Context: an optimization exercise on an open-source flow, tuned for small area, a short achievable clock period and few clock cycles per item. The choices shown serve that exercise and are no tape-out recipe.
Function was checked by simulation only, so behaviour that the tests miss may differ from the original.
Power is estimated from default activity; no workload was simulated.

Design peer_retry_backoff_scheduler_top, start of the top module:
module peer_retry_backoff_scheduler_top (
  input  logic         clk,
  input  logic         rst,
  input  logic         s_tvalid,
  output logic         s_tready,
  input  logic [95:0]  s_tdata,
  input  logic [1:0]   s_tuser,
  output logic         m_tvalid,
  input  logic         m_tready,
  output logic [63:0]  m_tdata,
  output logic [1:0]   m_tuser,
  output logic         m_tlast,
  input  logic         cfg_valid,
  output logic         cfg_ready,
  input  logic [1:0]   cfg_index,
  input  logic [15:0]  cfg_data
);
Size: roughly 4200 cells after synthesis, ~1000 flip-flops, ~190 I/O pins, ~51000 sq um of cells after synthesis.
export LEC_CHECK = 0
export CAP_MARGIN = 20
export CORE_MARGIN = 2
export CORE_UTILIZATION = 40
export CTS_CLUSTER_DIAMETER = 80
export CTS_CLUSTER_SIZE = 30
export SETUP_SLACK_MARGIN = 5
export SLEW_MARGIN = 20
create_clock -name core_clock -period 10.0 [get_ports {clk}]
standard.sh (not shown) runs the stock make flow with config.mk's settings and CLKGATE_MAP_FILE= SYNTH_SCRIPT=/design/flow/synth_recipe.tcl, a recipe that flattens the netlist after the stock synthesis.
==> flow/flow/run.sh <==
#!/bin/bash
set -euo pipefail
sed 's/SETUP_SLACK_MARGIN=[0-9.]*/SETUP_SLACK_MARGIN=5.8/' standard.sh > standard_margin.sh
grep -q 'SETUP_SLACK_MARGIN=5.8' standard_margin.sh
bash standard_margin.sh > layout.log 2>&1
The starting point produced a clean layout.
Testbench counts at the start, summed over its fixed seeds: cycles 10,336, items 8,000.
Next try:
==> flow/run.sh (new file) <==
#!/bin/bash
# synth_recipe.tcl (not shown) runs the flow's synth.tcl, then flattens the netlist and writes it again
# the make line also repeats each setting of config.mk as NAME=value (left out here)
make -C /OpenROAD-flow-scripts/flow DESIGN_CONFIG=/design/flow/config.mk WORK_HOME=/design/flow/orfs CLKGATE_MAP_FILE= SYNTH_SCRIPT=/design/flow/synth_recipe.tcl finish
Settings changed: CTS_CLUSTER_DIAMETER 80 to default, CTS_CLUSTER_SIZE 30 to default.
removed: flow/flow/run.sh
removed: flow/standard.sh
- clock skew decreases by 0.023 ns
- global-route usage decreases by 1.1 points
- sequential power is about the same
- worst hold slack gets worse by 0.032 ns
- design area decreases by 5.0%
- area after synthesis is unchanged

========
peer_retry_backoff_scheduler_top again, from the RTL that the note above started with.
clock: 10.0 ns
lec_check: 0
cap_margin: 20
core_margin: 2
core_utilization: 40
setup_slack_margin: 5
slew_margin: 20
tns_end_percent: 30
==> flow/flow/run.sh <==
#!/bin/bash
set -euo pipefail
sed 's/SETUP_SLACK_MARGIN=[0-9.]*/SETUP_SLACK_MARGIN=5.8/' standard.sh > standard_margin.sh
grep -q 'SETUP_SLACK_MARGIN=5.8' standard_margin.sh
bash standard_margin.sh > layout.log 2>&1
Testbench counts at the start, summed over its fixed seeds: cycles 10,336, items 8,000.
Rerun with:
==> flow/run.sh (new file) <==
#!/bin/bash
# synth_recipe.tcl (not shown) runs the flow's synth.tcl, then flattens the netlist and writes it again
# the make line also repeats each setting of config.mk as NAME=value (left out here)
make -C /OpenROAD-flow-scripts/flow DESIGN_CONFIG=/design/flow/config.mk WORK_HOME=/design/flow/orfs CLKGATE_MAP_FILE= SYNTH_SCRIPT=/design/flow/synth_recipe.tcl finish
Settings changed: CTS_BUF_LIST set to sky130_fd_sc_hd__clkbuf_4 sky130_fd_sc_hd__clkbuf_8, TNS_END_PERCENT 30 to not set.
removed: flow/flow/run.sh
removed: flow/standard.sh
The new run went through all stages and came out clean.
Utilization drops by 2.8 points.
Design area decreases by 5.8%.
Power goes down by 3.0%.
Rerun with:
Settings changed: CTS_BUF_LIST sky130_fd_sc_hd__clkbuf_4 sky130_fd_sc_hd__clkbuf_8 to not set, CTS_CLUSTER_DIAMETER set to 80, CTS_CLUSTER_SIZE set to 30.
What happened:
- wire length falls by 1.9%
- core utilization came out lower by 1.3 points
- count of clock-buffer cells in the layout came out lower by 190
- first-iteration DRC count decreases by 0.67%
- global-route usage fell by 0.59 points
- worst setup slack gets worse by 0.051 ns
- maximum frequency shrinks by 1.0%
- sequential share of layout area climbs by 1.4 points
- clock skew decreases by 0.0043 ns

========
Starting RTL as in the previous note.
==> flow/config.mk <==
export PLATFORM = sky130hd
export DESIGN_NAME = peer_retry_backoff_scheduler_top
export DESIGN_NICKNAME = peer_retry_backoff_scheduler_top
export VERILOG_FILES = /design/flow/design.v
export SDC_FILE = /design/flow/constraint.sdc
export NUM_CORES = 4
export LEC_CHECK = 0
export CAP_MARGIN = 20
export CORE_MARGIN = 2
export CORE_UTILIZATION = 40
export CTS_CLUSTER_DIAMETER = 60
export CTS_CLUSTER_SIZE = 20
export SETUP_SLACK_MARGIN = 5
export SLEW_MARGIN = 20
==> flow/constraint.sdc <==
create_clock -name core_clock -period 10.0 [get_ports {clk}]
set_input_delay 2.0000 -clock core_clock [delete_from_list [all_inputs] [get_ports {clk}]]
set_output_delay 2.0000 -clock core_clock [all_outputs]
set_load 0.01 [all_outputs]
==> flow/flow/run.sh <==
#!/bin/bash
set -euo pipefail
sed 's/SETUP_SLACK_MARGIN=[0-9.]*/SETUP_SLACK_MARGIN=5.5/' standard.sh > standard_margin.sh
grep -q 'SETUP_SLACK_MARGIN=5.5' standard_margin.sh
bash standard_margin.sh > layout.log 2>&1
Testbench counts at the start, summed over its fixed seeds: cycles 10,336, items 8,000.
Rerun with:
==> flow/flow/run.sh (replaced) <==
#!/bin/bash
set -euo pipefail
sed 's/SETUP_SLACK_MARGIN=[0-9.]*/SETUP_SLACK_MARGIN=5.6/' standard.sh > standard_margin.sh
grep -q 'SETUP_SLACK_MARGIN=5.6' standard_margin.sh
bash standard_margin.sh > layout.log 2>&1
CTS_CLUSTER_DIAMETER = not set   (was 60)
CTS_CLUSTER_SIZE = not set   (was 20)
Effect:
- synthesized area is unchanged
- synthesized cell count is unchanged
- cell count grows by 0.80%
- count of clock-buffer cells in the layout goes up by 55

## port drivers added, routing unchanged
How much do the figures lean on ideal ports? The routed layouts below were timed once more, with nothing changed but the port constraints. Step 1, drivers: a clkbuf_16 drives clk and a buf_2 each remaining input, both assumed. Step 2 moves the port delays by t, midway between the first and last clock arrival at a register: inputs arrive t later, outputs are due t later. That takes back most of the time a late clock gives input paths. Slacks: ideal ports / drivers / drivers and shift; pairs: ideal ports / drivers.
| run | t, ns | slack for setup (ns) | hold slack, ns | worst data-port slew with drivers (ns) |
|---|---|---|---|---|
| the first run of note 1 | 0.767 | 5.471 / 5.484 / 4.751 | 0.507 / 0.507 / 0.507 | 0.17 |
| the second run of note 1 | 0.797 | 5.068 / 5.068 / 4.721 | 0.475 / 0.475 / 0.475 | 0.12 |
| the first run of note 2 | 0.802 | 5.492 / 5.459 / 4.778 | 0.482 / 0.482 / 0.482 | 0.12 |
| the second run of note 2 | 0.996 | 5.099 / 5.099 / 4.623 | 0.475 / 0.475 / 0.475 | 0.12 |
| the third run of note 2 | 0.759 | 5.048 / 5.048 / 4.791 | 0.479 / 0.479 / 0.479 | 0.12 |
| the first run of note 3 | 0.776 | 5.389 / 5.389 / 4.670 | 0.497 / 0.497 / 0.497 | 0.18 |
| the second run of note 3 | 0.801 | 5.487 / 5.487 / 4.806 | 0.496 / 0.496 / 0.496 | 0.19 |
After both steps setup and hold are still met in every run listed. The setup slack of the first run of note 1, which loses most, moves by +0.013 ns with the drivers and by -0.720 ns with both steps.
